This is an optimization exercise on Yosys and OpenROAD, whose aim is small area, not a production implementation.
At most, simulation tests tie the RTL to the original design; equivalence was not proved.
No activity file was given, so power comes from the tool's default toggle rates.

== exp/maple ==
## scancode_key_decoder_fifo_top
module scancode_key_decoder_fifo_top (
    input  wire logic            clk,
    input  wire logic            rst_n,
    input  wire logic            cmd_valid,
    output logic                 cmd_stall,
    input  wire logic [10:0]     cmd_in,
    output logic                 evt_valid,
    input  wire logic            evt_stall,
    output logic [25:0]          evt_out
);
Size: roughly 890 cells after synthesis, roughly 250 flip-flops, roughly 43 I/O pins.
==> flow/config.mk <==
export PLATFORM = sky130hd
export DESIGN_NAME = scancode_key_decoder_fifo_top
export DESIGN_NICKNAME = scancode_key_decoder_fifo_top
export VERILOG_FILES = /design/flow/design.v
export SDC_FILE = /design/flow/constraint.sdc
export NUM_CORES = 4
export LEC_CHECK = 0
export ABC_AREA = 1
export CAP_MARGIN = 20
export CORE_MARGIN = 2
export CORE_UTILIZATION = 60
export CTS_BUF_LIST = sky130_fd_sc_hd__clkbuf_4 sky130_fd_sc_hd__clkbuf_8
export GPL_TIMING_DRIVEN = 0
export SLEW_MARGIN = 20
==> flow/constraint.sdc <==
create_clock -name core_clock -period 4.0 [get_ports {clk}]
set_input_delay 0.8000 -clock core_clock [delete_from_list [all_inputs] [get_ports {clk}]]
set_output_delay 0.8000 -clock core_clock [all_outputs]
set_load 0.01 [all_outputs]
standard.sh (not shown) runs the stock make flow with config.mk's settings and CLKGATE_MAP_FILE= SYNTH_SCRIPT=/design/flow/synth_recipe.tcl, a recipe that flattens the netlist after the stock synthesis.
==> flow/flow/run.sh <==
#!/bin/bash
# Own layout flow: the standard flow (standard.sh, all ORFS steps unchanged) with
#  - synthesis as synth_recipe.tcl makes it, except that ABC maps the logic with an
#    area-oriented script (flow/heavy.abc) in place of ORFS's abc_area.script;
#  - a clock tree of clkbuf_4/clkbuf_8 without dummy loads;
#  - buf_1 cells as the port buffers.
# Each tool's full output: ORFS's logs under orfs/logs, make's output in flow_make.log.
set -euo pipefail
W=$(pwd)
F=$W/flow

cat > "$W/own_synth.tcl" <<TCL
# synth_recipe.tcl with ABC's script replaced
proc abc {args} {
  set i [lsearch -exact \$args -script]
  if { \$i >= 0 } { lset args [expr { \$i + 1 }] {$F/heavy.abc} }
  yosys abc {*}\$args
}
source {$W/synth_recipe.tcl}
TCL

cat > "$W/own_config.mk" <<MK
include $W/config.mk
export CTS_ARGS = -sink_clustering_enable -repair_clock_nets -buf_list {sky130_fd_sc_hd__clkbuf_4 sky130_fd_sc_hd__clkbuf_8} -dont_use_dummy_load -sink_clustering_size 18 -sink_clustering_max_diameter 80
export BUFFER_PORTS_ARGS = -buffer_cell sky130_fd_sc_hd__buf_1
MK

bash "$W/standard.sh" DESIGN_CONFIG="$W/own_config.mk" SYNTH_SCRIPT="$W/own_synth.tcl" finish > "$W/flow_make.log" 2>&1
==> flow/flow/heavy.abc <==
strash
dch -f
map -a
strash
dch -f
map -a
strash
dch -f
map
topo
stime -c
buffer -c
upsize -c
dnsize -c
Every stage of the flow completed for exp/maple, and the final layout passed the timing, design-rule and antenna checks.
Setup changes, exp/maple to exp/ember
==> flow/run.sh (new file) <==
#!/bin/bash
# synth_recipe.tcl (not shown) runs the flow's synth.tcl, then flattens the netlist and writes it again
# the make line also repeats each setting of config.mk as NAME=value (left out here)
make -C /OpenROAD-flow-scripts/flow DESIGN_CONFIG=/design/flow/config.mk WORK_HOME=/design/flow/orfs CLKGATE_MAP_FILE= SYNTH_SCRIPT=/design/flow/synth_recipe.tcl finish
removed: flow/flow/run.sh
removed: flow/flow/heavy.abc
removed: flow/standard.sh
Results
exp/ember reached the final stage; the timing, design-rule and antenna checks on its layout passed.
When exp/ember is set beside exp/maple, its share of layout cells above drive strength 1 turns out to be 4.9 points larger.
exp/maple -> exp/ember: synthesized area increased slightly
After detailed routing, exp/maple needs more wire than exp/ember.
Cmp exp/ember and exp/maple / number of nets in the layout / lower: exp/maple
Layout buffer count excluding clock buffers (lower): exp/ember
Reported for exp/ember and exp/maple, total grt overflow turned out identical to the last digit.
exp/ember vs exp/maple — via count dropped slightly
> inputs changed (exp/ember -> exp/violet)
==> flow/flow/run.sh (new file) <==
#!/bin/bash
# Own layout flow: the standard flow (standard.sh, all ORFS steps unchanged) with
#  - synthesis exactly as synth_recipe.tcl makes it;
#  - a clock tree of clkbuf_4/clkbuf_8 without dummy loads;
#  - buf_1 cells as the port buffers.
# Each tool's full output: ORFS's logs under orfs/logs, make's output in flow_make.log.
set -euo pipefail
W=$(pwd)
F=$W/flow

cat > "$W/own_config.mk" <<MK
include $W/config.mk
export CTS_ARGS = -sink_clustering_enable -repair_clock_nets -buf_list {sky130_fd_sc_hd__clkbuf_4 sky130_fd_sc_hd__clkbuf_8} -dont_use_dummy_load -sink_clustering_size 18 -sink_clustering_max_diameter 80
export BUFFER_PORTS_ARGS = -buffer_cell sky130_fd_sc_hd__buf_1
MK

bash "$W/standard.sh" DESIGN_CONFIG="$W/own_config.mk" finish > "$W/flow_make.log" 2>&1
==> flow/standard.sh (new file) <==
#!/bin/bash
# synth_recipe.tcl (not shown) runs the flow's synth.tcl, then flattens the netlist and writes it again
# the make line also repeats each setting of config.mk as NAME=value (left out here)
make -C /OpenROAD-flow-scripts/flow DESIGN_CONFIG=/design/flow/config.mk WORK_HOME=/design/flow/orfs CLKGATE_MAP_FILE= SYNTH_SCRIPT=/design/flow/synth_recipe.tcl "${@:-finish}"
removed: flow/run.sh
Findings:
Design area delta for exp/violet relative to exp/ember: about 6.6% lower. Summary of exp/violet over exp/ember: filler cell count picked up an extra 5.8%, maximum frequency now larger, number of vias after detailed routing lost about 3%, number of cells on the critical path decreased by 2 relative to the old numbers. Going from exp/ember to exp/violet, the total length of routed met3 wires was found to have gone down by 14%. Compared with exp/ember, global placement routability congestion in exp/violet decreased by a few percent.

---

Another version of the RTL of scancode_key_decoder_fifo_top (not shown whole).
Size in the first run: about 1400 cells after synthesis, about 270 flip-flops, roughly 43 I/O pins, about 0.013 mm2 of cells after synthesis.
Settings: LEC_CHECK=0, ABC_AREA=1, CAP_MARGIN=20, CORE_MARGIN=2, CORE_UTILIZATION=40, SLEW_MARGIN=20; clock period 4.0 ns.
run.sh (not shown) runs the stock make flow with config.mk's settings and CLKGATE_MAP_FILE= SYNTH_SCRIPT=/design/flow/synth_recipe.tcl, a recipe that flattens the netlist after the stock synthesis.
Stock flow here: none of the scripts above is used.
The starting point went through all stages and came out clean.
Edit:
Settings changed: ABC_AREA 1 to not set.
What happened:
- Now the flow completed, yet does not pass: negative setup slack
- routed wire length rises by 19%
- cell area rises by about 15%
- die area rises by about 4.7%
- worst setup slack is worse by 0.29 ns
- hold slack is worse by 0.010 ns
- final cell count falls by 4.6%
- non-clock buffer count rises by 169
- power rises by 45%
Function was not checked in any run of this note: the RTL went through the layout flow alone.

---

## wip/cedar
scancode_key_decoder_fifo_top, a different RTL version from the one above (not shown whole).
Size in the first run: about 680 cells after synthesis, ~250 flip-flops, about 43 I/O pins.
clock: 4.0 ns
lec_check: 0
abc_area: 1
cap_margin: 20
core_margin: 2
core_utilization: 60
cts_buf_list: sky130_fd_sc_hd__clkbuf_4 sky130_fd_sc_hd__clkbuf_8
gpl_timing_driven: 0
slew_margin: 20
standard.sh (not shown) runs the stock make flow with config.mk's settings and CLKGATE_MAP_FILE= SYNTH_SCRIPT=/design/flow/synth_recipe.tcl, a recipe that flattens the netlist after the stock synthesis.
==> flow/flow/run.sh <==
#!/bin/bash
# Own layout flow: the standard flow (standard.sh, all ORFS steps unchanged) with
#  - synthesis as synth_recipe.tcl makes it, except that ABC maps the logic with an
#    area-oriented script (flow/heavy.abc) in place of ORFS's abc_area.script;
#  - a clock tree of clkbuf_4/clkbuf_8 without dummy loads;
#  - buf_1 cells as the port buffers.
# Each tool's full output: ORFS's logs under orfs/logs, make's output in flow_make.log.
set -euo pipefail
W=$(pwd)
F=$W/flow

cat > "$W/own_synth.tcl" <<TCL
# synth_recipe.tcl with ABC's script replaced
proc abc {args} {
  set i [lsearch -exact \$args -script]
  if { \$i >= 0 } { lset args [expr { \$i + 1 }] {$F/heavy.abc} }
  yosys abc {*}\$args
}
source {$W/synth_recipe.tcl}
TCL

cat > "$W/own_config.mk" <<MK
include $W/config.mk
export CTS_ARGS = -sink_clustering_enable -repair_clock_nets -buf_list {sky130_fd_sc_hd__clkbuf_4 sky130_fd_sc_hd__clkbuf_8} -dont_use_dummy_load -sink_clustering_size 16 -sink_clustering_max_diameter 70
export BUFFER_PORTS_ARGS = -buffer_cell sky130_fd_sc_hd__buf_1
MK

bash "$W/standard.sh" DESIGN_CONFIG="$W/own_config.mk" SYNTH_SCRIPT="$W/own_synth.tcl" finish > "$W/flow_make.log" 2>&1
==> flow/flow/heavy.abc <==
strash
dch -f
map -a
strash
dch -f
map -a
strash
dch -f
map -a
strash
dch -f
map -a
strash
dch -f
map -a
strash
dch -f
map -a
strash
dch -f
map -a
strash
dch -f
map -a
strash
dch -f
&get -n
&nf -a -p -R 50
&put
topo
Changes in wip/ember relative to wip/cedar:
==> flow/flow/heavy.abc <==
strash
dch -f
map -a
strash
dch -f
map -a
strash
dch -f
map -a
topo
--- outcome ---
First-pass GRT wire length of wip/ember is on par with wip/cedar.
Going from wip/cedar to wip/ember, non-clock buffering overhead in the final layout shrinks by 1.5 points.
Worst-margin pin slew was lower in the run labelled wip/ember.
Between wip/ember and wip/cedar, the final area does not differ in any meaningful way.
In wip/ember the depth of the critical timing path with buffers and inverters included turned out 1 higher than in wip/cedar.
There was hardly any difference in number of CTS-inserted buffers between wip/cedar and wip/ember.
Diff wip/cedar -> wip/ember: setup slack went up, clock latency at the later pin of the worst-skew pair did not really move.
Here is what was changed in the inputs of wip/pepper compared with wip/ember.
- swapping 20 for 0 in CAP_MARGIN
- swapping 20 for 0 in SLEW_MARGIN
-- flow/flow/heavy.abc --
<<< wip/ember, line 1
>>> wip/pepper, line 1
strash
dch -f
map -a
strash
dch -f
map -a
Notes after the runs:
Measured against each other, wip/pepper and wip/ember differ in worst-margin pin slew, the lower figure coming from wip/ember. Diff wip/ember -> wip/pepper: overall power after layout rose by about 2.6%, number of buffer and inverter instances along the worst setup path fell by 1. Changes observed in wip/pepper relative to wip/ember: average size of a mapped cell now larger, simple-gate area share of the yosys netlist now larger, non-clock buffer count now larger, fraction of power consumed by combinational cells now larger. Per the comparison of wip/pepper with wip/ember, post-layout instance area now sits lower; post-layout utilization of the core now sits lower.
Input changes introduced in wip/fjord (baseline for comparison: wip/pepper):
- a change of SLEW_MARGIN from 0 to 20
- a change of CAP_MARGIN from 0 to 20
-- flow/flow/heavy.abc --
<<< wip/pepper, line 16
>>> wip/fjord, line 16
strash
dch -f
map -a
strash
dch -f
map -a
strash
dch -f
map -a
strash
dch -f
&get -n
&nf -a
&put
## What came out
Post-synth design cell area went down slightly going from wip/pepper to wip/fjord. Changes observed in wip/fjord relative to wip/pepper: mean post-synth cell area picked up an extra about 9%, count of distinct cell types in the synthesized netlist increased 15, design area now larger, number of antenna violations at the first check in global routing comparable.

==> re-timing with driven ports <==
How much do the figures lean on ideal ports? The routed layouts below were timed once more, with nothing changed but the port constraints.
Step 1 (the two cells are an assumption about what drives the block):
set clk [get_ports {clk}]
set_driving_cell -lib_cell sky130_fd_sc_hd__clkbuf_16 $clk
set_driving_cell -lib_cell sky130_fd_sc_hd__buf_2 [delete_from_list [all_inputs] $clk]
Step 2, shift: input delay + t, output delay - t, t = (earliest + latest rising clock arrival at the registers) / 2. This alone moves slack from input paths to output paths.
a / b / c = ideal ports / drivers / drivers and shift; a / b = the first two.
| run | t (ns) | slack for setup (ns) | hold WS [ns] | slew at the worst register clock pin (ns) | worst slew at a driven data input, ns |
|---|---|---|---|---|---|
| exp/maple | 0.551 | 0.267 / 0.224 / 0.023 | 0.307 / 0.291 / 0.400 | 0.11 / 0.11 | 0.04 |
| exp/ember | 0.578 | 0.196 / 0.152 / -0.284 | 0.444 / 0.444 / 0.444 | 0.07 / 0.07 | 0.06 |
| exp/violet | 0.565 | 0.368 / 0.325 / -0.004 | 0.292 / 0.275 / 0.421 | 0.11 / 0.11 | 0.06 |
| the first run of note 2 | 0.602 | 0.226 / 0.176 / -0.260 | 0.441 / 0.441 / 0.441 | 0.07 / 0.07 | 0.04 |
| the second run of note 2 | 0.604 | -0.065 / -0.065 / -0.482 | 0.430 / 0.430 / 0.430 | 0.07 / 0.07 | 0.03 |
| wip/cedar | 0.550 | 0.128 / 0.086 / -0.192 | 0.288 / 0.276 / 0.456 | 0.10 / 0.10 | 0.03 |
| wip/ember | 0.557 | 0.178 / 0.138 / -0.218 | 0.281 / 0.270 / 0.446 | 0.11 / 0.11 | 0.03 |
| wip/pepper | 0.570 | 0.222 / 0.211 / -0.103 | 0.280 / 0.265 / 0.428 | 0.11 / 0.11 | 0.03 |
| wip/fjord | 0.558 | 0.164 / 0.121 / -0.032 | 0.266 / 0.249 / 0.430 | 0.11 / 0.11 | 0.04 |
Met with ideal ports but missed after step 2: setup timing in 7 of these runs. For the first run of note 2, which loses most, drivers alone change the setup slack by -0.050 ns; drivers and shift together by -0.486 ns.
